What follows belongs to an exercise in optimizing a design on an open flow for small area; a production flow would make more cautious choices.
Where RTL was checked, it was by simulation tests only, not by an equivalence proof against the original.
The RTL of runs 1 and 7 was laid out without a check of its function.
The flow treats the clock pin as an ideal source, which a real chip does not have.
Power figures rest on the tool's default switching activity, not on a simulated workload.

**flow/design.v**
```verilog
`default_nettype none
package muldiv_pkg;
	typedef enum logic [1:0] {
		op_shl = 2'd0,
		op_mul = 2'd1,
		op_div = 2'd2,
		op_shr = 2'd3
	} md_op_e;
	typedef logic [16-1:0] md_word_t;
endpackage
`default_nettype wire
`default_nettype none
module operand_issue (
	input  logic                                   start,
	input  muldiv_pkg::md_op_e                     op,
	input  logic                                   signed_mode,
	input  logic [1:0]                             src1_sel,
	input  logic [1:0]                             src2_sel,
	input  muldiv_pkg::md_word_t [4-1:0]    src_regs,
	output logic                                   valid,
	output logic                                   is_div,
	output logic                                   cin,
	output logic                                   neg,
	output muldiv_pkg::md_word_t                   opa,
	output muldiv_pkg::md_word_t                   opq
);
	localparam int W = 16;
	muldiv_pkg::md_word_t x;
	muldiv_pkg::md_word_t y;
	muldiv_pkg::md_word_t pow2;
	logic sdiv;
	logic sx;
	logic sy;
	logic use_y;
	logic inv;
	logic [W-1:0] low_nz;
	assign x = src_regs[src1_sel];
	assign y = src_regs[src2_sel];
	always_comb begin
		pow2 = '0;
		pow2[{1'b0, y[2:0]} + 4'd1] = 1'b1;
	end
	assign sdiv = signed_mode & (op == muldiv_pkg::op_div);
	assign sx = sdiv & x[W-1];
	assign sy = sdiv & y[W-1];
	assign low_nz[0] = 1'b0;
	for (genvar i = 1; i < W; i++) begin : g_nz
		assign low_nz[i] = |x[i-1:0];
	end
	assign valid = start;
	assign is_div = op[1];
	assign cin = op[1] & ~sy;
	assign neg = sx ^ sy;
	assign use_y = op[0] ^ op[1];
	assign inv = op[1] & ~sy;
	assign opa = {W{inv}} ^ (use_y ? y : pow2);
	assign opq = x ^ (low_nz & {W{sx}});
endmodule
`default_nettype wire
`default_nettype none
module muldiv_step #(
	parameter int ROW = 0
) (
	input  logic                 is_div,
	input  logic                 cin,
	input  logic [ROW:0]         p_in,      
	input  muldiv_pkg::md_word_t opa,
	input  muldiv_pkg::md_word_t opq_in,
	output logic [ROW:0]         p_out,
	output muldiv_pkg::md_word_t opq_out
);
	localparam int W = 16;
	localparam int QB = W - 1 - ROW;
	logic t;
	logic [ROW:0] in1;
	logic [ROW:0] sum;
	logic [ROW+1:0] c;
	logic upper_ones;
	logic sel;
	assign t = opq_in[QB];
	if (ROW == 0) begin : g_in0
		assign in1 = is_div & t;
	end else begin : g_in
		assign in1 = {p_in[ROW:1], is_div & t};
	end
	if (ROW + 1 <= 0) begin : g_ripple
		assign c[0] = cin;
		for (genvar i = 0; i <= ROW; i++) begin : g_fa
			assign sum[i] = in1[i] ^ opa[i] ^ c[i];
			assign c[i+1] = (in1[i] & opa[i]) | (in1[i] & c[i]) | (opa[i] & c[i]);
		end
	end else begin : g_prefix
		localparam int N = ROW + 1;
		localparam int L = (N > 8) ? 4 : (N > 4) ? 3 : (N > 2) ? 2 : 1;
		logic [N-1:0] pp;
		logic [N-1:0] gg [0:L];
		logic [N-1:0] pr [0:L];
		assign pp = in1 ^ opa[ROW:0];
		always_comb begin
			gg[0] = in1 & opa[ROW:0];
			pr[0] = pp;
		end
		for (genvar l = 0; l < L; l++) begin : g_lvl
			for (genvar i = 0; i < N; i++) begin : g_node
				if (((i >> l) & 1) == 1) begin : g_comb
					localparam int K = ((i >> l) << l) - 1;
					assign gg[l+1][i] = gg[l][i] | (pr[l][i] & gg[l][K]);
					assign pr[l+1][i] = pr[l][i] & pr[l][K];
				end else begin : g_pass
					assign gg[l+1][i] = gg[l][i];
					assign pr[l+1][i] = pr[l][i];
				end
			end
		end
		assign c[0] = cin;
		assign c[N:1] = gg[L] | (pr[L] & {N{cin}});
		assign sum = pp ^ c[ROW:0];
	end
	if (ROW == W - 1) begin : g_top
		assign upper_ones = 1'b1;
	end else begin : g_up
		assign upper_ones = &opa[W-1:ROW+1];
	end
	assign sel = is_div ? (c[ROW+1] & upper_ones) : t;
	assign p_out = sel ? sum : in1;
	always_comb begin
		opq_out = opq_in;
		opq_out[QB] = sel;
	end
endmodule
`default_nettype wire
`default_nettype none
module result_collect (
	input  logic                  clk,
	input  logic                  rst,
	input  logic                  valid,
	input  logic                  is_div,
	input  logic                  cin,
	input  logic                  neg,
	input  muldiv_pkg::md_word_t  opa,
	input  muldiv_pkg::md_word_t  prod,
	input  muldiv_pkg::md_word_t  quot,
	output muldiv_pkg::md_word_t  result,
	output logic                  done,
	output logic                  div_by_zero
);
	muldiv_pkg::md_word_t value_d;
	logic dbz;
	muldiv_pkg::md_word_t res_q;
	logic done_q;
	logic dbz_q;
	logic neg_q;
	assign dbz = is_div & cin & (&opa);
	assign value_d = is_div ? quot : prod;
	always_ff @(posedge clk or posedge rst) begin
		if (rst) begin
			res_q <= '0;
			neg_q <= 1'b0;
			done_q <= 1'b0;
			dbz_q <= 1'b0;
		end else begin
			done_q <= valid;
			dbz_q <= valid & dbz;
			if (valid) begin
				res_q <= value_d;
				neg_q <= neg & ~dbz;
			end
		end
	end
	assign result = neg_q ? -res_q : res_q;
	assign done = done_q;
	assign div_by_zero = dbz_q;
endmodule
`default_nettype wire
`default_nettype none
module muldiv_unit (
	input  logic                                   clk,
	input  logic                                   rst,
	input  logic                                   start,
	input  muldiv_pkg::md_op_e                     op,
	input  logic                                   signed_mode,
	input  logic [1:0]                             src1_sel,
	input  logic [1:0]                             src2_sel,
	input  muldiv_pkg::md_word_t [4-1:0]    src_regs,
	output muldiv_pkg::md_word_t                   result,
	output logic                                   done,
	output logic                                   div_by_zero
);
	localparam int W = 16;
	localparam logic [W-1:0] CUT = 16'b0001001001000100;
	logic [W:0]   valid_s;
	logic [W:0]   is_div_s;
	logic [W:0]   cin_s;
	logic [W:0]   neg_s;
	muldiv_pkg::md_word_t p_s   [0:W];
	muldiv_pkg::md_word_t opa_s [0:W];
	muldiv_pkg::md_word_t opq_s [0:W];
	operand_issue i_operand_issue (
		.start       (start),
		.op          (op),
		.signed_mode (signed_mode),
		.src1_sel    (src1_sel),
		.src2_sel    (src2_sel),
		.src_regs    (src_regs),
		.valid       (valid_s[0]),
		.is_div      (is_div_s[0]),
		.cin         (cin_s[0]),
		.neg         (neg_s[0]),
		.opa         (opa_s[0]),
		.opq         (opq_s[0])
	);
	assign p_s[0] = '0;
	for (genvar j = 0; j < W; j++) begin : g_row
		logic [j:0] p_in;
		logic [j:0] p_out;
		muldiv_pkg::md_word_t p_d;
		muldiv_pkg::md_word_t opq_d;
		if (j == 0) begin : g_p0
			assign p_in = 1'b0;
		end else begin : g_p
			assign p_in = {p_s[j][j-1:0], 1'b0};
		end
		muldiv_step #(
			.ROW (j)
		) i_muldiv_step (
			.is_div  (is_div_s[j]),
			.cin     (cin_s[j]),
			.p_in    (p_in),
			.opa     (opa_s[j]),
			.opq_in  (opq_s[j]),
			.p_out   (p_out),
			.opq_out (opq_d)
		);
		always_comb begin
			p_d = '0;
			p_d[j:0] = p_out;
		end
		if (CUT[j]) begin : g_reg
			logic valid_q;
			logic is_div_q;
			logic cin_q;
			logic neg_q;
			logic [j:0] p_q;
			muldiv_pkg::md_word_t opa_q;
			muldiv_pkg::md_word_t opq_q;
			always_ff @(posedge clk or posedge rst) begin
				if (rst) begin
					valid_q <= 1'b0;
				end else begin
					valid_q <= valid_s[j];
				end
			end
			always_ff @(posedge clk) begin
				is_div_q <= is_div_s[j];
				cin_q <= cin_s[j];
				neg_q <= neg_s[j];
				p_q <= p_out;
				opa_q <= opa_s[j];
				opq_q <= opq_d;
			end
			assign valid_s[j+1] = valid_q;
			assign is_div_s[j+1] = is_div_q;
			assign cin_s[j+1] = cin_q;
			assign neg_s[j+1] = neg_q;
			always_comb begin
				p_s[j+1] = '0;
				p_s[j+1][j:0] = p_q;
			end
			assign opa_s[j+1] = opa_q;
			assign opq_s[j+1] = opq_q;
		end else begin : g_wire
			assign valid_s[j+1] = valid_s[j];
			assign is_div_s[j+1] = is_div_s[j];
			assign cin_s[j+1] = cin_s[j];
			assign neg_s[j+1] = neg_s[j];
			assign p_s[j+1] = p_d;
			assign opa_s[j+1] = opa_s[j];
			assign opq_s[j+1] = opq_d;
		end
	end
	result_collect i_result_collect (
		.clk         (clk),
		.rst         (rst),
		.valid       (valid_s[W]),
		.is_div      (is_div_s[W]),
		.cin         (cin_s[W]),
		.neg         (neg_s[W]),
		.opa         (opa_s[W]),
		.prod        (p_s[W]),
		.quot        (opq_s[W]),
		.result      (result),
		.done        (done),
		.div_by_zero (div_by_zero)
	);
endmodule
`default_nettype wire
```
**flow/flow/run.sh**
```bash
#!/bin/bash
# Standard ORFS layout with smaller port buffers and a clock tree without dummy loads.
set -euo pipefail
cd "$(dirname "$0")/.."
export BUFFER_PORTS_ARGS="-buffer_cell sky130_fd_sc_hd__buf_1"
export CTS_ARGS="-sink_clustering_enable -repair_clock_nets -buf_list sky130_fd_sc_hd__clkbuf_8 -sink_clustering_size 12 -dont_use_dummy_load"
bash standard.sh synth > synth.log 2>&1
bash standard.sh > layout.log 2>&1
```
**flow/standard.sh**
```bash
#!/bin/bash
# synth_recipe.tcl (not shown) runs the flow's synth.tcl, then flattens the netlist and writes it again
# the make line also repeats each setting of config.mk as NAME=value (left out here)
make -C /OpenROAD-flow-scripts/flow DESIGN_CONFIG=/design/flow/config.mk WORK_HOME=/design/flow/orfs CLKGATE_MAP_FILE= SYNTH_SCRIPT=/design/flow/synth_recipe.tcl "${@:-finish}"
```
**flow/config.mk**
```make
export PLATFORM = sky130hd
export DESIGN_NAME = muldiv_unit
export DESIGN_NICKNAME = muldiv_unit
export VERILOG_FILES = /design/flow/design.v
export SDC_FILE = /design/flow/constraint.sdc
export NUM_CORES = 4
export LEC_CHECK = 0
export CAP_MARGIN = 20
export CORE_MARGIN = 2
export CORE_UTILIZATION = 40
export SLEW_MARGIN = 20
```
**flow/constraint.sdc**
```tcl
create_clock -name core_clock -period 8.0 [get_ports {clk}]
set_input_delay 1.6000 -clock core_clock [delete_from_list [all_inputs] [get_ports {clk}]]
set_output_delay 1.6000 -clock core_clock [all_outputs]
set_load 0.01 [all_outputs]
```
==> impl_metrics.ini, run 1 <==
[yosys]
netlist_instances = 1351
yosys-top-cells-area = dfxtp_1 26%, ha_1 13%, xnor2_1 6.8%, mux2_2 6.6%, mux4_2 5.1%
synth_top_area_cell = dfxtp_1
synth.top_cell.area_share = 0.263
avgSynthCellArea_sq_um = 9.76
ys_ff_latch = 196
async_reset_ff_frac = 0.117
yosysWarnings = 1067
syn_area_sq_um = 13200
synth_flop_cell = dfxtp_1
yosysUniqueCellTypes = 81
synth_most_common_cell = dfxtp_1
yosys-top-cells-count = 173 x dfxtp_1, 137 x ha_1, 102 x xnor2_1
synth_edf_count = 0
yosysSeqAreaShare = 0.306
syn_nets = 1575

[critical_path]
critPathMaxStageDelay_ns = 0.43
critical-path-slowest-cell = dfxtp_2
required_ns = 8.32
cp-start-kind = flop
worst_setup_path_end_kind = flop
r2r.worst_path.cells = 32
cpMostUsedCell = a21oi_1
cp.arrival_ns = 7.80
critPathMaxFanout = 9
critPathKind = reg -> reg

[floorplanning]
coreArea_sq_um = 32500
die-area_sq_um = 34400
start_util = 0.405
num_io_pins = 92
die_w_microns = 186
die_y_microns = 186
rows = 66

[finish]
area_growth_pct = 8.67
final_util = 0.440
drive_above_1_share = 0.119
antenna_cells = 0
fin_nets = 1675
fillerInstances = 3201

[clocking]
cts_inserted_buffers = 17
cts_resized = 0
cts_max_path_buffers = 2
cts_tree = built
cts_setup_buffers = 0
cts_sinks = 196
h-tree-depth = 4
clock_latency_ns = 0.48
root_buffer = clkbuf_8
clkTransAtPathRegs_ns = 0.13
hold_buffers = 0

[grt]
grt_pass1_vias = 10036
grt_pass1_wl_mm = 51.8
grt_usage = 0.191
grt_max_degree = 26
overflow = 0
grt_antenna_before_repair = 0

[routing]
drcViolationCount = 0
drt_first_pass_iters = 7
viasPerCell = 5.43
antenna_left = 0
drtIter0Drc = 567
wirelength_mm = 32.5
vias = 10267
wire_per_inst_microns = 17.2

[sta]
setup_tns_ns = 0
holdWs_ns = 0.318
setup_viol = 0
fmax_ghz = 0.134
skew_ns = 0.0565
worst_slack_ns = 0.516
fin_crit_ns = 7.48
tightest_slew_ns = 0.942
rsz0062_at_grt = false
final_max_slew_viol_count = 0
finalHoldViolations = 0
relSlewSlack = 0.367
fin_crit_sh = 0.935

[power_and_ir_drop]
leakagePower_nw = 6.10
powerDensity_nw_per_um2 = 406
vdd_ir_drop_max_mv = 0.187
total_power_mw = 5.82

[place]
hpwl_mm = 26.7
routabilityCongestion = 0.896
port_buffers = 91
pre_cts_ws_ns = 0.155

[hold_path]
min_path_type = reg -> reg
hold_depth = 0

[job]
drv_cap = 0

[run_status]
outcome = finished clean
## state kept, by name, summed over array words and instances, names as in the netlist
signal,flops
i_result_collect.dbz_q,1
i_result_collect.done_q,1
g_row.g_reg.opq_q,64
g_row.g_reg.cin_q,4
g_row.g_reg.neg_q,4
g_row.g_reg.valid_q,4
i_result_collect.res_q,16
i_result_collect.neg_q,1
g_row.g_reg.p_q,33
g_row.g_reg.opa_q,64
g_row.g_reg.is_div_q,4
## worst max-delay path: cells and delay by family (launching register included)
kind / cells / cell delay [ns]
fa+ha+maj: 4 / 1.16
flops: 1 / 0.43
compound gates: 19 / 3.63
mux: 4 / 1.42
simple gates: 2 / 0.31
buf+inv: 3 / 0.38
## routing by layer
layer | wire length, microns | global-route usage | vias up
met5 | 0 | 0 | -
met4 | 650 | 0.0488 | 0
met3 | 1040 | 0.0282 | 42
met2 | 15900 | 0.332 | 200
met1 | 15000 | 0.248 | 4905
li1 | - | - | 5120
## where the power goes
part           internal, mW  switching [mW]
logic                  1.87            2.03
clock network         0.188           0.289
registers              1.21           0.225
## per-stage QoR
| stage | std cells | area (sq um) |
|---|---|---|
| finish | 1891 | 14300 |
| detailed placement | 1874 | 14100 |
| global route | 1891 | 14300 |
| global placement | 1874 | 14100 |
| CTS | 1891 | 14300 |
| floorplan | 1351 | 13200 |
## layout make-up
cell class                      count  area [sq um]  area share
Inverter                           76           290      0.0203
Sequential cell                   196          4040       0.282
Clock buffer                       17           234      0.0163
Timing Repair Buffer              111           492      0.0343
Multi-Input combinational cell   1049          8720       0.608
Tap cell                          442           553      0.0386
## layout by cell type, fill, tap and decap left out, types with 5 or more instances in the layout
| cell type | Yosys | layout |
|---|---|---|
| clkbuf_8 | 0 | 17 |
| dfrtp_1 | 23 | 23 |
| a211o_1 | 5 | 5 |
| and2_1 | 19 | 19 |
| nand2b_1 | 18 | 18 |
| nor2b_1 | 18 | 18 |
| mux2_2 | 77 | 77 |
| a21o_1 | 41 | 41 |
| nor3_1 | 26 | 26 |
| and3_1 | 9 | 9 |
| o21ai_0 | 63 | 61 |
| nor2_1 | 78 | 78 |
| inv_1 | 75 | 75 |
| xor2_1 | 42 | 42 |
| xnor2_1 | 102 | 102 |
| o211ai_1 | 7 | 7 |
| a31oi_1 | 12 | 12 |
| o31ai_1 | 8 | 8 |
| nand2_1 | 62 | 62 |
| or3_1 | 9 | 9 |
| nand3_1 | 18 | 18 |
| o21bai_1 | 11 | 11 |
| mux4_2 | 30 | 30 |
| a211oi_1 | 5 | 5 |
| nor4_1 | 7 | 7 |
| a21oi_1 | 85 | 83 |
| mux2i_1 | 8 | 8 |
| nand4_1 | 15 | 15 |
| buf_1 | 1 | 91 |
| ha_1 | 137 | 137 |
| fa_1 | 13 | 13 |
| buf_4 | 2 | 20 |
| dfxtp_1 | 173 | 172 |
| o21a_1 | 24 | 24 |
| o22ai_1 | 23 | 22 |
## worst paths after layout
check	slack, ns	startpoint	end
setup / recovery	0.52	g_row[2].g_reg.is_div_q	g_row[6].g_reg.p_q[6]
hold / removal	0.32	g_row[2].g_reg.opq_q[2]	g_row[6].g_reg.opq_q[2]
setup reg to reg	0.52	g_row[2].g_reg.is_div_q	g_row[6].g_reg.p_q[6]
hold reg to reg	0.32	g_row[2].g_reg.opq_q[2]	g_row[6].g_reg.opq_q[2]
max in group asynchronous	6.14	rst	i_result_collect.res_q[6]
min in group asynchronous	1.29	rst	i_result_collect.res_q[13]
## cell families (layout without fill, tap and decap cells)
| group | after synthesis | in the layout | share of synthesized area |
|---|---|---|---|
| AOI/OAI and AO/OA | 339 | 339 | 0.171 |
| and+or+nand+nor | 298 | 298 | 0.115 |
| DFF | 196 | 196 | 0.306 |
| adders and majority gates | 150 | 150 | 0.150 |
| xor gates and xnor gates | 145 | 145 | 0.0969 |
| muxes | 117 | 117 | 0.127 |
| buffers and inverters | 106 | 204 | 0.0337 |
==> run 2: changes to the inputs <==
--- a/flow/design.v
+++ b/flow/design.v
@@ -83,7 +83,7 @@
 	end else begin : g_in
 		assign in1 = {p_in[ROW:1], is_div & t};
 	end
-	if (ROW + 1 <= 0) begin : g_ripple
+	if (ROW + 1 <= 4) begin : g_ripple
 		assign c[0] = cin;
 		for (genvar i = 0; i <= ROW; i++) begin : g_fa
 			assign sum[i] = in1[i] ^ opa[i] ^ c[i];
==> impl_metrics.ini, run 2 <==
[sta]
tightest_slew_ns = 0.869
final_max_slew_viol_count = 0
fin_crit_ns = 7.52
holdWs_ns = 0.314
relSlewSlack = 0.420
skew_ns = 0.0362
fin_crit_sh = 0.939
worst_slack_ns = 0.485
setup_viol = 0
finalHoldViolations = 0
fmax_ghz = 0.133

[floorplanning]
die-area_sq_um = 34000
start_util = 0.403
die_w_microns = 184
coreArea_sq_um = 32300
num_io_pins = 92
die_y_microns = 184
rows = 66

[power_and_ir_drop]
leakagePower_nw = 6.15
vdd_ir_drop_max_mv = 0.166
powerDensity_nw_per_um2 = 408
total_power_mw = 5.84

[yosys]
synth_top_area_cell = dfxtp_1
yosysWarnings = 1025
yosysSeqAreaShare = 0.311
synth.top_cell.area_share = 0.266
yosysUniqueCellTypes = 79
avgSynthCellArea_sq_um = 9.72
ys_ff_latch = 196
synth_most_common_cell = dfxtp_1
yosys-top-cells-area = dfxtp_1 27%, ha_1 12%, xnor2_1 6.6%, mux2_2 5.5%, mux4_2 5.2%
synth_flop_cell = dfxtp_1
synth_edf_count = 0
syn_area_sq_um = 13000
syn_nets = 1559
netlist_instances = 1338
async_reset_ff_frac = 0.117
yosys-top-cells-count = 173 x dfxtp_1, 128 x ha_1, 98 x xnor2_1

[routing]
antenna_left = 0
wirelength_mm = 30.8
viasPerCell = 5.30
vias = 10000
drt_first_pass_iters = 5
drcViolationCount = 0
drtIter0Drc = 429
wire_per_inst_microns = 16.3

[critical_path]
critPathMaxFanout = 17
critical-path-slowest-cell = mux2_2
cp-start-kind = flop
path_delay_family = compound AO/OA/AOI/OAI gates
cp.arrival_ns = 7.82
worst-path-stages = 27
critPathMaxStageDelay_ns = 0.41
worst_setup_path_end_kind = flop
required_ns = 8.30
r2r.worst_path.cells = 27
cp_num_buf_inv = 3
critPathKind = reg -> reg
cpMostUsedCell = a21o_1

[grt]
grt_usage = 0.186
grt_pass1_vias = 9908
overflow = 0
grt_max_degree = 29
grt_pass1_wl_mm = 50.4
grt_antenna_before_repair = 0

[clocking]
hold_buffers = 0
root_buffer = clkbuf_8
clkTransAtPathRegs_ns = 0.11
cts_sinks = 196
cts_tree = built
cts_inserted_buffers = 17
clock_latency_ns = 0.46
h-tree-depth = 4
cts_max_path_buffers = 2

[finish]
layout_common_cells = 173 x dfxtp_1, 128 x ha_1, 98 x xnor2_1
drive_above_1_share = 0.127
antenna_cells = 0
fin_nets = 1667
area_growth_pct = 9.98
reg.largest.list = g_row.g_reg.opa_q x64, g_row.g_reg.opq_q x64, g_row.g_reg.p_q x33
fillerInstances = 3154
mostFrequentLayoutCell = dfxtp_1
finalNonFillerCells = 1886

[place]
hpwl_mm = 25.5
pre_cts_ws_ns = 0.104
routabilityCongestion = 0.861
place_inst = 1868
port_buffers = 91

[hold_path]
min_path_type = reg -> reg
hold_depth = 0

[job]
drv_cap = 0

[run_status]
outcome = finished clean
[run 2: cell count changes in the layout (fill, tap and decap cells not counted), sizes merged, moves of 7 or more]
cell	previous run	this run
a21o	41	32
a21oi	85	78
buf	111	122
ha	137	128
inv	76	86
mux2	77	67
mux2i	8	16
nand2	65	83
nor3	26	19
o21a	24	14
o21bai	11	19
o22ai	23	16
[run 2: final timing paths]
kind	startpoint	end	slack [ns]
min	g_row[2].g_reg.opq_q[13]	g_row[6].g_reg.opq_q[13]	0.31
max in group asynchronous	rst	i_result_collect.done_q	6.15
min reg2reg	g_row[2].g_reg.opq_q[13]	g_row[6].g_reg.opq_q[13]	0.31
max reg2reg	g_row[12].g_reg.opq_q[2]	i_result_collect.res_q[4]	0.48
min in group asynchronous	rst	i_result_collect.res_q[9]	1.29
max	g_row[12].g_reg.opq_q[2]	i_result_collect.res_q[4]	0.48
[run 2: through the flow]
stage / instance area, sq um / utilization / setup TNS (ns)
after floorplan: 13000 / - / 0
after global placement: 14000 / 0.433 / 0
after detailed placement: 14000 / 0.433 / 0
after CTS: 14200 / 0.440 / 0
after global routing: 14300 / 0.443 / -0.0144
final: 14300 / 0.443 / 0
[run 2: cell families (layout without fill, tap and decap cells)]
| kind of cell | after synthesis | count (layout) | share of synthesized area |
|---|---|---|---|
| simple gates | 306 | 306 | 0.117 |
| buf+inv | 119 | 225 | 0.0365 |
| compound gates | 311 | 311 | 0.159 |
| fa+ha+maj | 147 | 147 | 0.152 |
| mux | 115 | 115 | 0.126 |
| flops | 196 | 196 | 0.311 |
| xor+xnor | 144 | 144 | 0.0976 |
[run 2: cell type report]
| class | count | area (sq um) | area share |
|---|---|---|---|
| multi-input cells | 1023 | 8580 | 0.600 |
| repair buffers | 122 | 574 | 0.0402 |
| well taps | 442 | 553 | 0.0387 |
| inverters | 86 | 323 | 0.0226 |
| flip-flops and latches | 196 | 4040 | 0.282 |
| clock buffers | 17 | 234 | 0.0164 |
[run 2: repair_timing]
action,in CTS,in global routing
gates resized for setup,0,20
buffers inserted,0,1
endpoints found under the setup margin,0,37
[run 2: per-layer routing]
metal  track usage  vias up  wire length, microns
met4        0.0429        0                   540
met3        0.0263       32                   984
li1              -     5049                     -
met5             0        -                     0
met1         0.243     4749                 14500
met2         0.323      170                 14800
[run 2: where the power goes]
group	total, mW	internal [mW]	switching, mW	leakage [nW]
Sequential	1.44	1.21	0.225	1.73
Combinational	3.92	1.88	2.04	4.29
Clock	0.480	0.189	0.291	0.122
==> run 3: changes to the inputs <==
--- a/flow/flow/run.sh
+++ b/flow/flow/run.sh
@@ -3,6 +3,7 @@
 set -euo pipefail
 cd "$(dirname "$0")/.."
 export BUFFER_PORTS_ARGS="-buffer_cell sky130_fd_sc_hd__buf_1"
+export RECOVER_POWER=100
 export CTS_ARGS="-sink_clustering_enable -repair_clock_nets -buf_list sky130_fd_sc_hd__clkbuf_8 -sink_clustering_size 12 -dont_use_dummy_load"
 bash standard.sh synth > synth.log 2>&1
 bash standard.sh > layout.log 2>&1
--- a/flow/config.mk
+++ b/flow/config.mk
@@ -7,5 +7,5 @@
 export LEC_CHECK = 0
 export CAP_MARGIN = 20
 export CORE_MARGIN = 2
-export CORE_UTILIZATION = 40
+export CORE_UTILIZATION = 65
 export SLEW_MARGIN = 20
==> impl_metrics.ini, run 3 <==
[clocking]
clock_latency_ns = 0.47
root_buffer = clkbuf_8
cts_inserted_buffers = 17
clkTransAtPathRegs_ns = 0.07
h-tree-depth = 4
cts_tree = built
cts_sinks = 196
cts_max_path_buffers = 2

[floorplanning]
num_io_pins = 92
coreArea_sq_um = 19500
rows = 51
start_util = 0.666
die-area_sq_um = 21200
die_y_microns = 145
die_w_microns = 145

[routing]
wirelength_mm = 30.4
viasPerCell = 5.95
drcViolationCount = 0
drt_first_pass_iters = 6
wire_per_inst_microns = 17.8
antenna_left = 0
vias = 10174
drtIter0Drc = 547

[finish]
layout_common_cells = 173 x dfxtp_1, 128 x ha_1, 98 x xnor2_1
area_growth_pct = 7.57
antenna_cells = 0
reg.largest.list = g_row.g_reg.opa_q x64, g_row.g_reg.opq_q x64, g_row.g_reg.p_q x33
final_util = 0.716
fillerInstances = 1587
mostFrequentLayoutCell = dfxtp_1
drive_above_1_share = 0.116
fin_nets = 1667

[grt]
overflow = 0
grt_pass1_vias = 9963
grt_usage = 0.290
grt_antenna_before_repair = 0
grt_max_degree = 29
grt_pass1_wl_mm = 49.6
globalRouteMet3Util = 0.0386
grt_busiest_layer = met2
grt_util_met2 = 0.510
grt_use_met1 = 0.362

[sta]
fin_crit_sh = 0.940
setup_viol = 0
tightest_slew_ns = 0.864
worst_slack_ns = 0.476
skew_ns = 0.0340
setup_tns_ns = 0
relSlewSlack = 0.424
finalHoldViolations = 0
fmax_ghz = 0.133
fin_crit_ns = 7.52
final_max_slew_viol_count = 0

[power_and_ir_drop]
powerDensity_nw_per_um2 = 417
total_power_mw = 5.84
vdd_ir_drop_max_mv = 0.235
leakagePower_nw = 6.10

[critical_path]
required_ns = 8.32
cp.arrival_ns = 7.84
critPathKind = reg -> reg
cp-start-kind = flop
critPathMaxFanout = 10
worst_setup_path_end_kind = flop

[yosys]
syn_area_sq_um = 13000
ys_ff_latch = 196
yosys-top-cells-count = 173 x dfxtp_1, 128 x ha_1, 98 x xnor2_1
netlist_instances = 1338
yosysUniqueCellTypes = 79
yosysSeqAreaShare = 0.311
synth_top_area_cell = dfxtp_1
avgSynthCellArea_sq_um = 9.72
synth_edf_count = 0
yosys-top-cells-area = dfxtp_1 27%, ha_1 12%, xnor2_1 6.6%, mux2_2 5.5%, mux4_2 5.2%
syn_nets = 1559
synth_flop_cell = dfxtp_1
async_reset_ff_frac = 0.117
synth.top_cell.area_share = 0.266
yosysWarnings = 1025
synth_most_common_cell = dfxtp_1

[place]
port_buffers = 91
routabilityCongestion = 0.928
hpwl_mm = 25.0
pre_cts_ws_ns = -0.0599

[run_status]
outcome = finished clean

[hold_path]
min_path_type = reg -> reg

[job]
drv_cap = 0
run 3: area by class of cell:
cell class                      count  area (sq um)  area share
Clock buffer                       17           234      0.0167
Inverter                           86           323      0.0231
Multi-Input combinational cell   1023          8510       0.608
Sequential cell                   196          4040       0.289
Tap cell                          265           332      0.0237
Timing Repair Buffer              122           552      0.0394
run 3: power by group:
part           leakage [nW]  switching, mW  internal [mW]  total (mW)
logic                  4.25           2.05           1.87        3.92
registers              1.73          0.229           1.21        1.44
clock network         0.122          0.286          0.188       0.475
run 3: path summary, 6_finish.rpt:
path | from | end | slack (ns) | depth (start not counted)
setup / recovery | g_row[12].g_reg.opa_q[0] | i_result_collect.res_q[4] | 0.48 | 25
hold / removal | g_row[2].g_reg.opq_q[6] | g_row[6].g_reg.opq_q[6] | 0.33 | 0
setup reg to reg | g_row[12].g_reg.opa_q[0] | i_result_collect.res_q[4] | 0.48 | 25
hold reg to reg | g_row[2].g_reg.opq_q[6] | g_row[6].g_reg.opq_q[6] | 0.33 | 0
max in group asynchronous | rst | i_result_collect.res_q[15] | 6.17 | 2
min in group asynchronous | rst | i_result_collect.done_q | 1.27 | 2
run 3: metal layers:
| metal | up-vias | part of all wire | routed length (microns) |
|---|---|---|---|
| li1 | 5032 | - | - |
| met1 | 4808 | 0.44 | 13300 |
| met2 | 270 | 0.49 | 15000 |
| met3 | 64 | 0.037 | 1140 |
| met4 | 0 | 0.035 | 1080 |
| met5 | - | 0 | 0 |
run 3: repair_timing:
action                                  CTS  global route
pin swaps                                 0             1
setup buffers                             0             3
endpoints found under the setup margin    6            29
hold buffers                              0             0
resized for setup                         2            13
run 3: kinds of logic after synthesis:
kind of cell             synth area share
XOR/XNOR                           0.0976
flip-flops                          0.311
buffers and inverters              0.0365
AO/OA/AOI/OAI                       0.159
adder cells (fa/ha/maj)             0.152
multiplexers                        0.126
AND/OR/NAND/NOR                     0.117
run 3: worst max-delay path, stage by stage (launching register included):
cell,delay [ns]
dfxtp_1,0.54
ha_1,0.31
a211oi_1,0.31
nor4_1,0.15
o31a_1,0.38
a31o_2,0.30
a31oi_2,0.29
buf_4,0.24
o21ai_0,0.15
ha_1,0.32
o21ai_0,0.13
o21ai_0,0.41
nand3_1,0.11
o21ai_0,0.59
a31oi_1,0.26
mux2_2,0.35
ha_1,0.33
and3_1,0.19
a2111o_1,0.47
a22o_1,0.30
a221oi_2,0.35
o21bai_1,0.18
a41oi_1,0.25
buf_4,0.19
mux2i_1,0.21
a21oi_1,0.09
run 3: metrics by stage:
step | instance area (sq um) | instances | hold WS [ns]
4_1_cts | 14000 | 1706 | 0.328
6_report | 14000 | 1709 | 0.328
5_1_grt | 14000 | 1709 | 0.332
2_1_floorplan | 13000 | 1338 | 0.310
3_3_place_gp | 13700 | 1689 | 0.310
3_5_place_dp | 13700 | 1689 | 0.312
==> run 4: changes to the inputs <==
--- a/flow/design.v
+++ b/flow/design.v
@@ -83,7 +83,7 @@
 	end else begin : g_in
 		assign in1 = {p_in[ROW:1], is_div & t};
 	end
-	if (ROW + 1 <= 4) begin : g_ripple
+	if (ROW + 1 <= 0) begin : g_ripple
 		assign c[0] = cin;
 		for (genvar i = 0; i <= ROW; i++) begin : g_fa
 			assign sum[i] = in1[i] ^ opa[i] ^ c[i];
@@ -122,7 +122,11 @@
 		assign upper_ones = &opa[W-1:ROW+1];
 	end
 	assign sel = is_div ? (c[ROW+1] & upper_ones) : t;
-	assign p_out = sel ? sum : in1;
+	if (ROW == W - 1) begin : g_last
+		assign p_out = t ? sum : in1;
+	end else begin : g_mid
+		assign p_out = sel ? sum : in1;
+	end
 	always_comb begin
 		opq_out = opq_in;
 		opq_out[QB] = sel;
==> flow/flow/run.sh (replaced) <==
#!/bin/bash
# Standard ORFS layout with smaller port buffers and a clock tree without dummy loads.
set -euo pipefail
cd "$(dirname "$0")/.."
export BUFFER_PORTS_ARGS="-buffer_cell sky130_fd_sc_hd__buf_1"
export CTS_ARGS="-sink_clustering_enable -repair_clock_nets -buf_list {sky130_fd_sc_hd__clkbuf_8 sky130_fd_sc_hd__clkbuf_16} -sink_clustering_size 12 -dont_use_dummy_load"
bash standard.sh synth > synth.log 2>&1
bash standard.sh > layout.log 2>&1
--- a/flow/config.mk
+++ b/flow/config.mk
@@ -7,5 +7,5 @@
 export LEC_CHECK = 0
 export CAP_MARGIN = 20
 export CORE_MARGIN = 2
-export CORE_UTILIZATION = 65
+export CORE_UTILIZATION = 40
 export SLEW_MARGIN = 20
==> impl_metrics.ini, run 4 <==
[critical_path]
critPathKind = reg -> reg
critPathMaxFanout = 7
critPathLaunch = g_row[2].g_reg.is_div_q
critPathMaxStageDelay_ns = 0.39
critical-path-slowest-cell = mux2_2
r2r_start = g_row[2].g_reg.is_div_q
required_ns = 8.29
cp.arrival_ns = 7.67
cp-start-kind = flop
worst_setup_path_end_kind = flop

[finish]
mostFrequentLayoutCell = dfxtp_1
reg.largest.list = g_row.g_reg.opa_q x64, g_row.g_reg.opq_q x64, g_row.g_reg.p_q x33
fin_nets = 1658
finalNonFillerCells = 1874
area_growth_pct = 10.4
drive_above_1_share = 0.119
fillerInstances = 3178
antenna_cells = 0
layout_common_cells = 172 x dfxtp_1, 137 x ha_1, 104 x xnor2_1

[grt]
grt_usage = 0.188
grt_antenna_before_repair = 0
grt_pass1_vias = 10112
grt_pass1_wl_mm = 51.0
grt_max_degree = 28
overflow = 0

[routing]
drcViolationCount = 0
viasPerCell = 5.43
wire_per_inst_microns = 16.8
drtIter0Drc = 570
wirelength_mm = 31.4
vias = 10177
drt_first_pass_iters = 4
antenna_left = 0

[floorplanning]
num_io_pins = 92
die_w_microns = 185
coreArea_sq_um = 32400
start_util = 0.404
rows = 66
die-area_sq_um = 34200
die_y_microns = 185

[yosys]
synth.top_cell.area_share = 0.265
async_reset_ff_frac = 0.117
avgSynthCellArea_sq_um = 9.79
syn_nets = 1561
yosys-top-cells-count = 173 x dfxtp_1, 137 x ha_1, 104 x xnor2_1
synth_top_area_cell = dfxtp_1
ys_ff_latch = 196
yosys-top-cells-area = dfxtp_1 26%, ha_1 13%, xnor2_1 7.0%, mux2_2 6.9%, mux4_2 5.3%
synth_flop_cell = dfxtp_1
yosysWarnings = 1067
yosysUniqueCellTypes = 77
synth_edf_count = 0
netlist_instances = 1337
syn_area_sq_um = 13100
yosysSeqAreaShare = 0.309
synth_most_common_cell = dfxtp_1

[place]
place_inst = 1857
hpwl_mm = 25.7
routabilityCongestion = 0.893
port_buffers = 91

[power_and_ir_drop]
p_comb_frac = 0.649
pwr-share-clk = 0.114
vdd_ir_drop_max_mv = 0.170
leakagePower_nw = 6.12
seqPwrFrac = 0.236
powerDensity_nw_per_um2 = 419
p_int_mw = 3.47
switching_share = 0.428
p_sw_mw = 2.59

[sta]
fmax_ghz = 0.136
setup_tns_ns = 0
setup_viol = 0
fin_crit_ns = 7.38
fin_crit_sh = 0.922
final_max_slew_viol_count = 0
tightest_slew_ns = 0.962
skew_ns = 0.0367
finalHoldViolations = 0
relSlewSlack = 0.354
rsz0062_at_grt = false

[hold_path]
min_path_type = reg -> reg
hp-start = g_row[9].g_reg.opq_q[12]

[clocking]
h-tree-depth = 4
cts_sinks = 196
root_buffer = clkbuf_16
clkTransAtPathRegs_ns = 0.09
cts_setup_buffers = 0
cts_inserted_buffers = 17
clock_latency_ns = 0.44
cts_tree = built
cts_max_path_buffers = 2

[job]
drv_cap = 0

[run_status]
outcome = finished clean
-- run 4: cell count changes in the layout (fill, tap and decap cells not counted), moves of 6 or more --
cell,change
buf_4,-6
fa_1,-6
mux2i_1,-9
ha_1,+9
nand3_1,+8
clkbuf_16,+17
o21ai_0,-7
xnor2_1,+6
clkbuf_1,-9
nand2_1,-24
clkbuf_8,-17
mux2_2,+18
nor3_1,+8
inv_1,-11
-- run 4: per-layer routing --
| layer | wire length, microns | track usage |
|---|---|---|
| met3 | 916 | 0.0250 |
| met4 | 627 | 0.0486 |
| met1 | 14400 | 0.239 |
| met2 | 15500 | 0.333 |
| met5 | 0 | 0 |
-- run 4: what timing repair did --
item / CTS / global route
setup endpoints to repair: 0 / 6
resized for setup: 0 / 6
hold buffers: 0 / 0
-- run 4: worst max-delay path, delay by kind of cell (launching register included) --
family,cells,cell delay (ns)
AO/OA/AOI/OAI,19,3.69
multiplexers,4,1.43
adder cells (fa/ha/maj),4,1.17
flip-flops,1,0.32
buffers and inverters,3,0.32
AND/OR/NAND/NOR,2,0.31
-- run 4: kinds of logic after synthesis --
group / Yosys count / share of synthesized area
buffers and inverters: 109 / 0.0334
xor gates and xnor gates: 150 / 0.101
adders and majority gates: 150 / 0.151
DFF: 196 / 0.309
and+or+nand+nor: 294 / 0.113
muxes: 125 / 0.135
AOI/OAI and AO/OA: 313 / 0.158
-- run 4: final cells by class --
class	instances	area, sq um	area share
timing repair buffer	111	504	0.0349
inverter	76	285	0.0198
sequential	196	4040	0.280
multi-input combinational	1032	8640	0.598
clock buffer	17	425	0.0295
tap	442	553	0.0383
-- run 4: path summary, 6_finish.rpt --
kind | to | slack, ns | cells past startpoint
setup / recovery | g_row[6].g_reg.p_q[6] | 0.62 | 32
max in group asynchronous | i_result_collect.res_q[2] | 6.15 | 2
min in group asynchronous | i_result_collect.res_q[12] | 1.30 | 2
hold reg to reg | g_row[12].g_reg.opq_q[12] | 0.30 | 0
setup reg to reg | g_row[6].g_reg.p_q[6] | 0.62 | 32
hold / removal | g_row[12].g_reg.opq_q[12] | 0.30 | 0
-- run 4: power by group through the flow --
stage / logic (mW) / registers, mW / clock network (mW)
5_1_grt: 4.44 / 1.46 / 0.748
4_1_cts: 3.92 / 1.43 / 0.710
3_3_place_gp: 3.81 / 1.45 / 0
6_report: 3.93 / 1.43 / 0.692
2_1_floorplan: 3.16 / 1.35 / 0
3_5_place_dp: 3.88 / 1.45 / 0
-- run 4: per-stage QoR --
step / instance area, sq um / hold slack (ns) / util / power, mW / worst slack (ns)
final: 14400 / 0.295 / 0.446 / 6.06 / 0.622
after global routing: 14400 / 0.287 / 0.446 / 6.65 / 0.0938
after CTS: 14400 / 0.295 / 0.445 / 6.06 / 0.422
after detailed placement: 14000 / 0.312 / 0.432 / 5.34 / 0.486
after global placement: 14000 / 0.310 / 0.432 / 5.26 / 0.678
after floorplan: 13100 / 0.310 / - / 4.51 / 0.611
==> run 5: changes to the inputs <==
==> flow/flow/run.sh (replaced) <==
#!/bin/bash
# Standard ORFS layout with smaller port buffers, a clock tree of clkbuf_8
# without dummy loads (heavily loaded clock buffers upsized after CTS).
set -euo pipefail
cd "$(dirname "$0")/.."
W=$(pwd)
export BUFFER_PORTS_ARGS="-buffer_cell sky130_fd_sc_hd__buf_1"
export CTS_ARGS="-sink_clustering_enable -repair_clock_nets -buf_list sky130_fd_sc_hd__clkbuf_8 -dont_use_dummy_load"
export POST_CTS_TCL="$W/flow/post_cts.tcl"
bash standard.sh synth > synth.log 2>&1
bash standard.sh > layout.log 2>&1
==> flow/flow/post_cts.tcl (new file) <==
# Upsize clock buffers that drive many flip-flops, to keep the clock slew low.
set n_up 0
foreach inst [[ord::get_db_block] getInsts] {
  set master [[$inst getMaster] getName]
  if { $master eq "sky130_fd_sc_hd__clkbuf_8" } {
    set net [[$inst findITerm X] getNet]
    if { $net ne "NULL" } {
      set loads [expr { [llength [$net getITerms]] - 1 }]
      if { $loads > 14 } {
        replace_cell [$inst getName] sky130_fd_sc_hd__clkbuf_16
        incr n_up
      }
    }
  }
}
puts "post_cts: upsized $n_up clock buffers"
if { $n_up > 0 } {
  detailed_placement
  check_placement -verbose
  estimate_parasitics -placement
}
--- a/flow/config.mk
+++ b/flow/config.mk
@@ -7,5 +7,5 @@
 export LEC_CHECK = 0
 export CAP_MARGIN = 20
 export CORE_MARGIN = 2
-export CORE_UTILIZATION = 40
+export CORE_UTILIZATION = 65
 export SLEW_MARGIN = 20
==> impl_metrics.ini, run 5 <==
[run_status]
outcome = finished clean

[routing]
drcViolationCount = 0
wire_per_inst_microns = 18.0
antenna_left = 0
drt_first_pass_iters = 5
wirelength_mm = 30.4
viasPerCell = 5.98
drtIter0Drc = 612
vias = 10110

[finish]
reg.largest.list = g_row.g_reg.opa_q x64, g_row.g_reg.opq_q x64, g_row.g_reg.p_q x33
mostFrequentLayoutCell = dfxtp_1
area_growth_pct = 7.12
multi_input_area_sq_um = 8620
layout_common_cells = 173 x dfxtp_1, 137 x ha_1, 104 x xnor2_1
seq_area_sq_um = 4040
antenna_cells = 0
fillerInstances = 1553
drive_above_1_share = 0.113
design_area_sq_um = 14000
fin_nets = 1651

[yosys]
synth_top_area_cell = dfxtp_1
yosysUniqueCellTypes = 77
netlist_instances = 1337
yosys-top-cells-area = dfxtp_1 26%, ha_1 13%, xnor2_1 7.0%, mux2_2 6.9%, mux4_2 5.3%
yosysSeqAreaShare = 0.309
synth_most_common_cell = dfxtp_1
async_reset_ff_frac = 0.117
avgSynthCellArea_sq_um = 9.79
synth_flop_cell = dfxtp_1
synth.top_cell.area_share = 0.265
syn_area_sq_um = 13100
yosys-top-cells-count = 173 x dfxtp_1, 137 x ha_1, 104 x xnor2_1
syn_nets = 1561
yosysWarnings = 1067
synth_edf_count = 0
ys_ff_latch = 196

[floorplanning]
coreArea_sq_um = 19600
die-area_sq_um = 21300
die_w_microns = 146
die_y_microns = 146
rows = 51
num_io_pins = 92
start_util = 0.668

[grt]
grt_max_degree = 28
grt_busiest_layer = met2
overflow = 0
grt_pass1_vias = 10160
grt_antenna_before_repair = 0
grt_usage = 0.291
grt_pass1_wl_mm = 50.4
globalRouteMet3Util = 0.0445
grt_util_met2 = 0.523
grt_use_met1 = 0.366

[power_and_ir_drop]
total_power_mw = 5.90
leakagePower_nw = 6.03
vdd_ir_drop_max_mv = 0.251
seqPwrFrac = 0.243
switching_share = 0.435
p_comb_frac = 0.662
p_int_mw = 3.33
pwr-share-clk = 0.095
powerDensity_nw_per_um2 = 421
p_sw_mw = 2.57

[critical_path]
critPathKind = reg -> reg
path_delay_family = compound AO/OA/AOI/OAI gates
critPathMaxStageDelay_ns = 0.40
worst_setup_path_end_kind = flop
cp_num_buf_inv = 3
required_ns = 8.28
cp-start-kind = flop
critical-path-slowest-cell = mux2_2
critPathMaxFanout = 7
cp.arrival_ns = 7.73

[clocking]
cts_sinks = 196
clkTransAtPathRegs_ns = 0.07
clock_latency_ns = 0.40
cts_tree = built

[hold_path]
min_path_type = reg -> reg

[sta]
worst_slack_ns = 0.546
rsz0062_at_grt = false
fmax_ghz = 0.134
finalHoldViolations = 0
skew_ns = 0.0226
fin_crit_ns = 7.45
setup_viol = 0
tightest_slew_ns = 0.906
fin_crit_sh = 0.932
holdWs_ns = 0.324
relSlewSlack = 0.393
final_max_slew_viol_count = 0
setup_tns_ns = 0

[job]
drv_cap = 0

[place]
dpl-instance-area_sq_um = 13700
port_buffers = 91
routabilityCongestion = 0.956
hpwl_mm = 24.8
pre_cts_ws_ns = 0.369
-- run 5: cell counts after synthesis --
Identical to the previous run, type by type.
-- run 5: stage by stage --
step	util	instances
global placement	0.700	1673
detailed placement	0.700	1673
finish	0.716	1690
global route	0.716	1690
floorplan	-	1337
-- run 5: logic make-up (layout without fill, tap and decap cells) --
| logic type | after synthesis | in the layout | synth area share |
|---|---|---|---|
| adder cells (fa/ha/maj) | 150 | 150 | 0.151 |
| flip-flops | 196 | 196 | 0.309 |
| AND/OR/NAND/NOR | 294 | 294 | 0.113 |
| XOR/XNOR | 150 | 150 | 0.101 |
| buffers and inverters | 109 | 197 | 0.0334 |
| multiplexers | 125 | 125 | 0.135 |
| AO/OA/AOI/OAI | 313 | 313 | 0.158 |
-- run 5: worst register-to-register path: cells and delay by family (launching register included) --
kind                     cells  cell delay (ns)
AO/OA/AOI/OAI               21             4.24
adder cells (fa/ha/maj)      4             1.15
multiplexers                 3             1.04
buffers and inverters        3             0.40
flip-flops                   1             0.31
AND/OR/NAND/NOR              2             0.23
-- run 5: final cells by class --
type / instances / share of cell area
clock buffer: 17 / 0.0215
multi-input combinational: 1032 / 0.615
sequential: 196 / 0.288
inverter: 76 / 0.0203
timing repair buffer: 104 / 0.0313
tap: 265 / 0.0236
-- run 5: power by group through the flow --
stage | clock, mW | sequential [mW] | combinational (mW)
6_report | 0.560 | 1.44 | 3.90
2_1_floorplan | 0 | 1.35 | 3.16
3_5_place_dp | 0 | 1.46 | 3.85
5_1_grt | 0.602 | 1.46 | 4.39
3_3_place_gp | 0 | 1.45 | 3.76
-- run 5: path summary, 6_finish.rpt --
check                      cells past startpoint                startpoint  slack (ns)                         to
setup / recovery                              33   g_row[2].g_reg.is_div_q        0.55      g_row[6].g_reg.p_q[5]
hold / removal                                 0  g_row[6].g_reg.opq_q[14]        0.32   g_row[9].g_reg.opq_q[14]
setup reg to reg                              33   g_row[2].g_reg.is_div_q        0.55      g_row[6].g_reg.p_q[5]
hold reg to reg                                0  g_row[6].g_reg.opq_q[14]        0.32   g_row[9].g_reg.opq_q[14]
max in group asynchronous                      2                       rst        6.12  i_result_collect.res_q[6]
min in group asynchronous                      2                       rst        1.33     g_row[6].g_reg.valid_q
-- run 5: per-layer routing --
layer  share of wire  vias to the layer above
met2            0.50                      219
met3           0.036                       43
met5               0                        -
met1            0.44                     4812
li1                -                     5036
met4           0.022                        0
==> run 6: changes to the inputs <==
--- a/flow/config.mk
+++ b/flow/config.mk
@@ -7,5 +7,5 @@
 export LEC_CHECK = 0
 export CAP_MARGIN = 20
 export CORE_MARGIN = 2
-export CORE_UTILIZATION = 65
+export CORE_UTILIZATION = 80
 export SLEW_MARGIN = 20
==> impl_metrics.ini, run 6 <==
[critical_path]
cp-start-kind = flop
critPathMaxFanout = 8
r2r-end = g_row[6].g_reg.p_q[4]
required_ns = 8.26
critPathMaxStageDelay_ns = 0.59
r2r.worst_path.cells = 30
cp.arrival_ns = 8.03
worst-path-stages = 30
critPathLaunch = g_row[2].g_reg.opa_q[0]
cp_num_buf_inv = 2
worst_setup_path_end_kind = flop
path_delay_family = compound AO/OA/AOI/OAI gates
critPathKind = reg -> reg
reg2reg_slack_ns = 0.24
r2r_start = g_row[2].g_reg.opa_q[0]
crit_end = g_row[6].g_reg.p_q[4]
critical-path-slowest-cell = dfxtp_1

[finish]
area_growth_pct = 6.88
mostFrequentLayoutCell = dfxtp_1
fin_nets = 1651
drive_above_1_share = 0.119
reg.largest.list = g_row.g_reg.opa_q x64, g_row.g_reg.opq_q x64, g_row.g_reg.p_q x33
final_util = 0.877
layout_common_cells = 173 x dfxtp_1, 137 x ha_1, 104 x xnor2_1
antenna_cells = 0

[floorplanning]
die-area_sq_um = 17400
coreArea_sq_um = 15900
start_util = 0.821
die_y_microns = 132
die_w_microns = 132
rows = 46
num_io_pins = 92

[routing]
vias = 11020
wire_per_inst_microns = 20.8
drt_first_pass_iters = 7
wirelength_mm = 34.1
drcViolationCount = 0
antenna_left = 0
drtIter0Drc = 881
viasPerCell = 6.72

[yosys]
yosysSeqAreaShare = 0.309
yosysWarnings = 1067
synth_flop_cell = dfxtp_1
ys_ff_latch = 196
yosys-top-cells-area = dfxtp_1 26%, ha_1 13%, xnor2_1 7.0%, mux2_2 6.9%, mux4_2 5.3%
syn_nets = 1561
avgSynthCellArea_sq_um = 9.79
syn_area_sq_um = 13100
synth_most_common_cell = dfxtp_1
netlist_instances = 1337
async_reset_ff_frac = 0.117
synth_edf_count = 0
yosys-top-cells-count = 173 x dfxtp_1, 137 x ha_1, 104 x xnor2_1
yosysUniqueCellTypes = 77
synth_top_area_cell = dfxtp_1
synth.top_cell.area_share = 0.265

[clocking]
cts_sinks = 196
clock_latency_ns = 0.40
cts_tree = built
clkTransAtPathRegs_ns = 0.09

[sta]
setup_viol = 0
relSlewSlack = 0.350
tightest_slew_ns = 0.968
final_max_slew_viol_count = 0
skew_ns = 0.0342
fmax_ghz = 0.129
fin_crit_sh = 0.971
fin_crit_ns = 7.76
finalHoldViolations = 0
setup_tns_ns = 0

[power_and_ir_drop]
p_int_mw = 3.34
leakagePower_nw = 6.03
powerDensity_nw_per_um2 = 433
pwr-share-clk = 0.092
vdd_ir_drop_max_mv = 0.299
switching_share = 0.448
p_comb_frac = 0.670
seqPwrFrac = 0.238
p_sw_mw = 2.71

[grt]
grt_pass1_vias = 11195
grt_usage = 0.386
overflow = 0
grt_max_degree = 28
grt_pass1_wl_mm = 54.1
grt_antenna_before_repair = 0

[place]
hpwl_mm = 25.9
port_buffers = 91
routabilityCongestion = 0.977

[job]
drv_cap = 0

[run_status]
outcome = finished clean

[hold_path]
min_path_type = reg -> reg
==> run 6: power by group through the flow <==
stage / registers (mW) / clock network, mW / logic (mW)
global placement: 1.44 / 0 / 3.69
finish: 1.44 / 0.557 / 4.06
detailed placement: 1.45 / 0 / 3.89
floorplan: 1.35 / 0 / 3.16
global route: 1.46 / 0.587 / 4.45
==> run 6: worst min path at each step <==
stage | start | slack (ns) | cells after the start | endpoint
global route | g_row[9].g_reg.opq_q[1] | 0.31 | 0 | g_row[12].g_reg.opq_q[1]
global placement | g_row[6].g_reg.opq_q[3] | 0.31 | 0 | g_row[9].g_reg.opq_q[3]
detailed placement | g_row[2].g_reg.opq_q[3] | 0.31 | 0 | g_row[6].g_reg.opq_q[3]
floorplan | g_row[9].g_reg.neg_q | 0.31 | 0 | g_row[12].g_reg.neg_q
finish | g_row[9].g_reg.opq_q[1] | 0.31 | 0 | g_row[12].g_reg.opq_q[1]
==> run 6: stage by stage <==
stage	cells	hold slack, ns	setup slack [ns]	total power [mW]	area, sq um
after floorplan	1337	0.310	0.611	4.51	13100
after global placement	1624	0.310	0.563	5.13	13600
after detailed placement	1624	0.312	0.121	5.34	13600
after global routing	1641	0.306	-0.139	6.49	14000
final	1641	0.312	0.235	6.05	14000
==> run 6: routing by layer <==
metal | share of wire | vias to the layer above | GRT usage | wire length (microns)
met4 | 0.054 | 0 | 0.199 | 1860
met2 | 0.50 | 559 | 0.691 | 17200
met5 | 0 | - | 0 | 0
li1 | - | 5043 | - | -
met3 | 0.068 | 160 | 0.0696 | 2310
met1 | 0.37 | 5258 | 0.441 | 12700
==> run 6: final cells by class <==
type | instances | area [sq um]
inverter | 76 | 285
fill | 830 | 1950
timing repair buffer | 104 | 439
sequential | 196 | 4040
multi-input combinational | 1032 | 8670
tap | 216 | 270
clock buffer | 17 | 290
==> run 6: cell families after synthesis <==
group | count (synthesis) | share of synthesized area
AND/OR/NAND/NOR | 294 | 0.113
adder cells (fa/ha/maj) | 150 | 0.151
multiplexers | 125 | 0.135
XOR/XNOR | 150 | 0.101
AO/OA/AOI/OAI | 313 | 0.158
flip-flops | 196 | 0.309
buffers and inverters | 109 | 0.0334
==> run 7: changes to the inputs <==
--- a/flow/design.v
+++ b/flow/design.v
@@ -83,7 +83,7 @@
 	end else begin : g_in
 		assign in1 = {p_in[ROW:1], is_div & t};
 	end
-	if (ROW + 1 <= 0) begin : g_ripple
+	if (ROW + 1 <= 4) begin : g_ripple
 		assign c[0] = cin;
 		for (genvar i = 0; i <= ROW; i++) begin : g_fa
 			assign sum[i] = in1[i] ^ opa[i] ^ c[i];
--- a/flow/flow/run.sh
+++ b/flow/flow/run.sh
@@ -7,5 +7,6 @@
 export BUFFER_PORTS_ARGS="-buffer_cell sky130_fd_sc_hd__buf_1"
 export CTS_ARGS="-sink_clustering_enable -repair_clock_nets -buf_list sky130_fd_sc_hd__clkbuf_8 -dont_use_dummy_load"
 export POST_CTS_TCL="$W/flow/post_cts.tcl"
+export RECOVER_POWER=100
 bash standard.sh synth > synth.log 2>&1
 bash standard.sh > layout.log 2>&1
--- a/flow/config.mk
+++ b/flow/config.mk
@@ -7,5 +7,5 @@
 export LEC_CHECK = 0
 export CAP_MARGIN = 20
 export CORE_MARGIN = 2
-export CORE_UTILIZATION = 80
+export CORE_UTILIZATION = 65
 export SLEW_MARGIN = 20
==> impl_metrics.ini, run 7 <==
[sta]
skew_ns = 0.0278
tightest_slew_ns = 1.13
setup_viol = 0
fmax_ghz = 0.133
fin_crit_ns = 7.54
finalHoldViolations = 0
fin_crit_sh = 0.942
relSlewSlack = 0.245
holdWs_ns = 0.328
final_max_slew_viol_count = 0
setup_tns_ns = 0

[yosys]
synth_mux_area_frac = 0.142
yosysSeqAreaShare = 0.306
synth_most_common_cell = dfxtp_1
syn_nets = 1556
synth-adder-area-share = 0.150
yosysWarnings = 1025
netlist_instances = 1335
syn_area_sq_um = 13200
synth-simple-area-share = 0.118
synth.top_cell.area_share = 0.262
synth_edf_count = 0
yosys-top-cells-area = dfxtp_1 26%, ha_1 12%, mux2_2 6.6%, xnor2_1 5.6%, dfrtp_1 4.4%
synth_top_family_by_area = compound AO/OA/AOI/OAI gates
yosys-top-cells-count = 173 x dfxtp_1, 128 x ha_1, 85 x a21oi_1, 85 x xnor2_1, 79 x nor2_1
async_reset_ff_frac = 0.117
ys_ff_latch = 196
synth_compound_area_frac = 0.160
synthXorXnorAreaFrac = 0.0901
synth_flop_cell = dfxtp_1
avgSynthCellArea_sq_um = 9.89
synth_top_area_cell = dfxtp_1
yosysUniqueCellTypes = 93

[floorplanning]
die_y_microns = 147
rows = 52
start_util = 0.657
die-area_sq_um = 21500
num_io_pins = 92
coreArea_sq_um = 20100
die_w_microns = 147

[critical_path]
critPathKind = reg -> reg
cp_num_buf_inv = 2
critPathMaxFanout = 12
r2r.worst_path.cells = 27
r2r_start = g_row[12].g_reg.opa_q[0]
cpMostUsedCell = ha_1
critPathLaunch = g_row[12].g_reg.opa_q[0]
path_delay_family = compound AO/OA/AOI/OAI gates
worst-path-stages = 27
reg2reg_slack_ns = 0.46
critPathMaxStageDelay_ns = 0.55
r2r-end = i_result_collect.res_q[0]
cp-start-kind = flop
cp.arrival_ns = 7.77
critical-path-slowest-cell = dfxtp_1
required_ns = 8.23
worst_setup_path_end_kind = flop
crit_end = i_result_collect.res_q[0]

[routing]
vias = 10241
viasPerCell = 5.99
drtIter0Drc = 491
antenna_left = 0
wirelength_mm = 30.8
wire_per_inst_microns = 18.0
drcViolationCount = 0
drt_first_pass_iters = 5

[finish]
design_area_sq_um = 14200
mostFrequentLayoutCell = dfxtp_1
final_util = 0.707
layout_common_cells = 173 x dfxtp_1, 128 x ha_1, 87 x buf_1
fin_nets = 1663
antenna_cells = 0
drive_above_1_share = 0.121
reg.largest.list = g_row.g_reg.opa_q x64, g_row.g_reg.opq_q x64, g_row.g_reg.p_q x33
area_growth_pct = 7.72

[hold_path]
hold_depth = 0
min_path_type = reg -> reg

[clocking]
cts_tree = built
cts_sinks = 196
clkTransAtPathRegs_ns = 0.08
clock_latency_ns = 0.40

[power_and_ir_drop]
pwr-share-clk = 0.091
powerDensity_nw_per_um2 = 416
p_int_mw = 3.35
total_power_mw = 5.91
seqPwrFrac = 0.242
leakagePower_nw = 6.14
switching_share = 0.434
vdd_ir_drop_max_mv = 0.238
p_sw_mw = 2.57
p_comb_frac = 0.667

[grt]
grt_usage = 0.287
overflow = 0
grt_pass1_wl_mm = 49.0
grt_pass1_vias = 9880
grt_max_degree = 27
grt_antenna_before_repair = 0

[place]
hpwl_mm = 25.1
port_buffers = 91
dpl-instance-area_sq_um = 13800
routabilityCongestion = 0.941

[job]
drv_cap = 0

[run_status]
outcome = finished clean
run 7: cell types whose count changed after synthesis, moves of 14 or more:
| cell | previous run | this run |
|---|---|---|
| xnor2_1 | 104 | 85 |
| mux4_2 | 31 | 14 |
| mux2i_1 | 6 | 26 |
| mux4_1 | 1 | 15 |
| o21ai_0 | 49 | 64 |
| a21o_1 | 36 | 20 |
run 7: area by class of cell:
class	instances	area [sq um]
fill	1598	5880
timing repair buffer	119	518
multi-input combinational	1036	8770
tap	270	338
inverter	72	270
clock buffer	17	290
sequential	196	4040
run 7: metal layers:
layer / track usage / up-vias / routed length, microns
met5: 0 / - / 0
met4: 0.0927 / 0 / 839
met3: 0.0444 / 58 / 1150
met2: 0.515 / 224 / 15700
met1: 0.353 / 4884 / 13100
li1: - / 5075 / -
run 7: power groups by stage:
| stage | combinational (mW) | sequential [mW] | clock (mW) |
|---|---|---|---|
| after global placement | 3.76 | 1.45 | 0 |
| after detailed placement | 3.85 | 1.45 | 0 |
| after floorplan | 3.14 | 1.34 | 0 |
| after global routing | 4.40 | 1.45 | 0.584 |
| final | 3.95 | 1.43 | 0.536 |
run 7: kinds of logic (layout without fill, tap and decap cells):
family | Yosys count | after routing
AOI/OAI and AO/OA | 316 | 316
xor gates and xnor gates | 135 | 135
adders and majority gates | 147 | 147
buffers and inverters | 103 | 208
DFF | 196 | 196
muxes | 135 | 135
and+or+nand+nor | 303 | 303
run 7: stage by stage:
| stage | std cells | setup slack (ns) |
|---|---|---|
| floorplan | 1335 | 0.528 |
| global placement | 1684 | 0.110 |
| detailed placement | 1684 | 0.0315 |
| global route | 1710 | -0.0801 |
| finish | 1710 | 0.461 |
run 7: worst register-to-register path: stages, from the launching register on:
cell      delay, ns
dfxtp_1        0.55
ha_1           0.31
a211oi_1       0.34
nor3_1         0.13
o21ai_0        0.23
nand3_1        0.18
a211oi_1       0.25
buf_4          0.26
mux2_1         0.39
ha_1           0.33
and2_0         0.21
a221o_1        0.38
a21oi_2        0.16
nand2_1        0.10
o31a_1         0.34
a221o_1        0.42
buf_4          0.23
mux2_2         0.32
ha_1           0.33
a21oi_1        0.16
nor2b_1        0.06
a31o_2         0.24
o41a_1         0.40
a21oi_1        0.24
o211ai_1       0.17
a21o_1         0.24
a211oi_2       0.32
o22ai_1        0.11
run 7: worst min-delay path by stage:
stage,from,end,slack (ns)
floorplan,g_row[9].g_reg.neg_q,g_row[12].g_reg.neg_q,0.31
global placement,g_row[9].g_reg.opq_q[1],g_row[12].g_reg.opq_q[1],0.31
detailed placement,g_row[9].g_reg.opq_q[13],g_row[12].g_reg.opq_q[13],0.31
global route,g_row[6].g_reg.opq_q[12],g_row[9].g_reg.opq_q[12],0.33
finish,g_row[6].g_reg.opq_q[12],g_row[9].g_reg.opq_q[12],0.33
==> run 8: changes to the inputs <==
--- a/flow/design.v
+++ b/flow/design.v
@@ -83,7 +83,7 @@
 	end else begin : g_in
 		assign in1 = {p_in[ROW:1], is_div & t};
 	end
-	if (ROW + 1 <= 4) begin : g_ripple
+	if (ROW + 1 <= 0) begin : g_ripple
 		assign c[0] = cin;
 		for (genvar i = 0; i <= ROW; i++) begin : g_fa
 			assign sum[i] = in1[i] ^ opa[i] ^ c[i];
--- a/flow/flow/run.sh
+++ b/flow/flow/run.sh
@@ -1,6 +1,7 @@
 #!/bin/bash
 # Standard ORFS layout with smaller port buffers, a clock tree of clkbuf_8
-# without dummy loads (heavily loaded clock buffers upsized after CTS).
+# without dummy loads (heavily loaded clock buffers upsized after CTS), and
+# power recovery on non-critical gates.
 set -euo pipefail
 cd "$(dirname "$0")/.."
 W=$(pwd)
--- a/flow/config.mk
+++ b/flow/config.mk
@@ -9,3 +9,4 @@
 export CORE_MARGIN = 2
 export CORE_UTILIZATION = 65
 export SLEW_MARGIN = 20
+export TNS_END_PERCENT = 0
==> impl_metrics.ini, run 8 <==
[run_status]
outcome = finished clean

[sta]
fin_crit_sh = 0.932
rsz0062_at_grt = false
tightest_slew_ns = 0.917
fmax_ghz = 0.134
holdWs_ns = 0.324
fin_crit_ns = 7.46
skew_ns = 0.0239
relSlewSlack = 0.386
worst_slack_ns = 0.543
finalHoldViolations = 0
setup_tns_ns = 0
setup_viol = 0
final_max_slew_viol_count = 0

[floorplanning]
rows = 51
die_w_microns = 146
die-area_sq_um = 21300
start_util = 0.668
die_y_microns = 146
coreArea_sq_um = 19600
num_io_pins = 92

[critical_path]
reg2reg_slack_ns = 0.54
critPathMaxFanout = 7
cp.arrival_ns = 7.73
critPathLaunch = g_row[2].g_reg.is_div_q
cp-start-kind = flop
r2r_start = g_row[2].g_reg.is_div_q
r2r.worst_path.cells = 33
r2r-end = g_row[6].g_reg.p_q[5]
critical-path-slowest-cell = mux2_2
critPathKind = reg -> reg
critPathMaxStageDelay_ns = 0.40
required_ns = 8.28
worst_setup_path_end_kind = flop

[yosys]
synth-adder-area-share = 0.151
synth_top_area_cell = dfxtp_1
async_reset_ff_frac = 0.117
synthXorXnorAreaFrac = 0.101
ys_ff_latch = 196
synth_flop_cell = dfxtp_1
yosysUniqueCellTypes = 77
yosys-top-cells-area = dfxtp_1 26%, ha_1 13%, xnor2_1 7.0%, mux2_2 6.9%, mux4_2 5.3%
synth_compound_area_frac = 0.158
synth-simple-area-share = 0.113
syn_nets = 1561
synth_mux_area_frac = 0.135
yosysSeqAreaShare = 0.309
netlist_instances = 1337
syn_area_sq_um = 13100
synth.top_cell.area_share = 0.265
synth_most_common_cell = dfxtp_1
synth_edf_count = 0
synth_top_family_by_area = compound AO/OA/AOI/OAI gates
avgSynthCellArea_sq_um = 9.79
yosysWarnings = 1067
yosys-top-cells-count = 173 x dfxtp_1, 137 x ha_1, 104 x xnor2_1

[finish]
final_util = 0.713
seq_area_sq_um = 4040
mostFrequentLayoutCell = dfxtp_1
reg.largest.list = g_row.g_reg.opa_q x64, g_row.g_reg.opq_q x64, g_row.g_reg.p_q x33
fin_nets = 1651
layout_common_cells = 173 x dfxtp_1, 137 x ha_1, 104 x xnor2_1
antenna_cells = 0
multi_input_area_sq_um = 8600
fillerInstances = 1567
drive_above_1_share = 0.102
area_growth_pct = 6.76
design_area_sq_um = 14000

[grt]
grt_max_degree = 28
grt_pass1_vias = 10160
grt_use_met1 = 0.366
grt_busiest_layer = met2
grt_pass1_wl_mm = 50.4
grt_antenna_before_repair = 0
globalRouteMet3Util = 0.0445
overflow = 0
grt_usage = 0.291
grt_util_met2 = 0.523

[power_and_ir_drop]
vdd_ir_drop_max_mv = 0.249
powerDensity_nw_per_um2 = 421
leakagePower_nw = 6.00

[place]
dpl-instance-area_sq_um = 13700
routabilityCongestion = 0.956
hpwl_mm = 24.8
pre_cts_ws_ns = 0.369
port_buffers = 91

[routing]
vias = 10191
drcViolationCount = 0
drtIter0Drc = 595
wirelength_mm = 30.3
wire_per_inst_microns = 17.9
viasPerCell = 6.03
drt_first_pass_iters = 5
antenna_left = 0

[hold_path]
min_path_type = reg -> reg
hold_depth = 0
worstHoldEndpoint = g_row[9].g_reg.opq_q[14]
hp-start = g_row[6].g_reg.opq_q[14]

[clocking]
cts_sinks = 196
cts_tree = built
clkTransAtPathRegs_ns = 0.07
clock_latency_ns = 0.40

[job]
drv_cap = 0
==> run 8: cell count changes after synthesis, moves of 9 or more <==
cell      before  now
mux2i_1       26    6
xnor2_1       85  104
mux4_2        14   31
a21o_1        20   36
o21ai_0       64   49
mux4_1        15    1
a21oi_1       85   73
o21bai_1       7   19
nand2_1       70   59
nand2b_1      12   22
and2_1        26   17
ha_1         128  137
==> run 8: logic make-up after synthesis <==
kind of cell | after synthesis
buf+inv | 109
fa+ha+maj | 150
flops | 196
compound gates | 313
simple gates | 294
xor+xnor | 150
mux | 125
==> run 8: worst max-delay path by stage <==
stage,end,cells past startpoint
5_1_grt,g_row[9].g_reg.p_q[5],23
3_3_place_gp,g_row[6].g_reg.p_q[3],30
6_report,g_row[6].g_reg.p_q[5],33
3_5_place_dp,g_row[6].g_reg.p_q[5],30
2_1_floorplan,g_row[6].g_reg.p_q[1],33
==> run 8: stage by stage <==
stage          power [mW]  instances
3_5_place_dp         5.30       1673
5_1_grt              6.44       1690
2_1_floorplan        4.51       1337
6_report             5.89       1690
3_3_place_gp         5.21       1673
==> run 8: power by group <==
group          internal [mW]  total (mW)  switching [mW]
clock                  0.255       0.558           0.303
combinational           1.85        3.89            2.04
sequential              1.21        1.43           0.224
==> run 8: critical path, delay by kind of cell (launching register included) <==
kind | cells | cell delay, ns
AO/OA/AOI/OAI | 21 | 4.24
adder cells (fa/ha/maj) | 4 | 1.15
buffers and inverters | 3 | 0.40
flip-flops | 1 | 0.31
multiplexers | 3 | 1.03
AND/OR/NAND/NOR | 2 | 0.23
==> run 8: layout make-up <==
class / instances / area share
Inverter: 76 / 0.0204
Timing Repair Buffer: 104 / 0.0298
Tap cell: 265 / 0.0237
Sequential cell: 196 / 0.289
Multi-Input combinational cell: 1032 / 0.615
Clock buffer: 17 / 0.0216
==> run 8: metal layers <==
layer	up-vias	share of wire
met5	-	0
met4	0	0.020
li1	5044	-
met2	264	0.50
met1	4843	0.43
met3	40	0.042

afterwards: timing with drivers on the ports:
How much do the figures lean on ideal ports? The routed layouts below were timed once more, with nothing changed but the port constraints. Step 1: set_driving_cell puts a clkbuf_16 on clk and a buf_2 on each other input, an assumption about the parent block. Step 2, shift: input delay + t, output delay - t, t = (earliest + latest rising clock arrival at the registers) / 2. This alone moves slack from input paths to output paths. a / b / c = ideal / step 1 / step 2; a / b = the first two.
| run | t (ns) | setup WS [ns] |
|---|---|---|
| run 1 | 0.487 | 0.516 / 0.516 / 0.516 |
| run 2 | 0.475 | 0.485 / 0.485 / 0.485 |
| run 3 | 0.492 | 0.476 / 0.476 / 0.462 |
| run 4 | 0.463 | 0.622 / 0.622 / 0.622 |
| run 5 | 0.434 | 0.546 / 0.546 / 0.546 |
| run 6 | 0.431 | 0.235 / 0.235 / 0.235 |
| run 7 | 0.430 | 0.461 / 0.461 / 0.461 |
| run 8 | 0.432 | 0.543 / 0.543 / 0.395 |
After both steps every run listed still meets setup and hold.
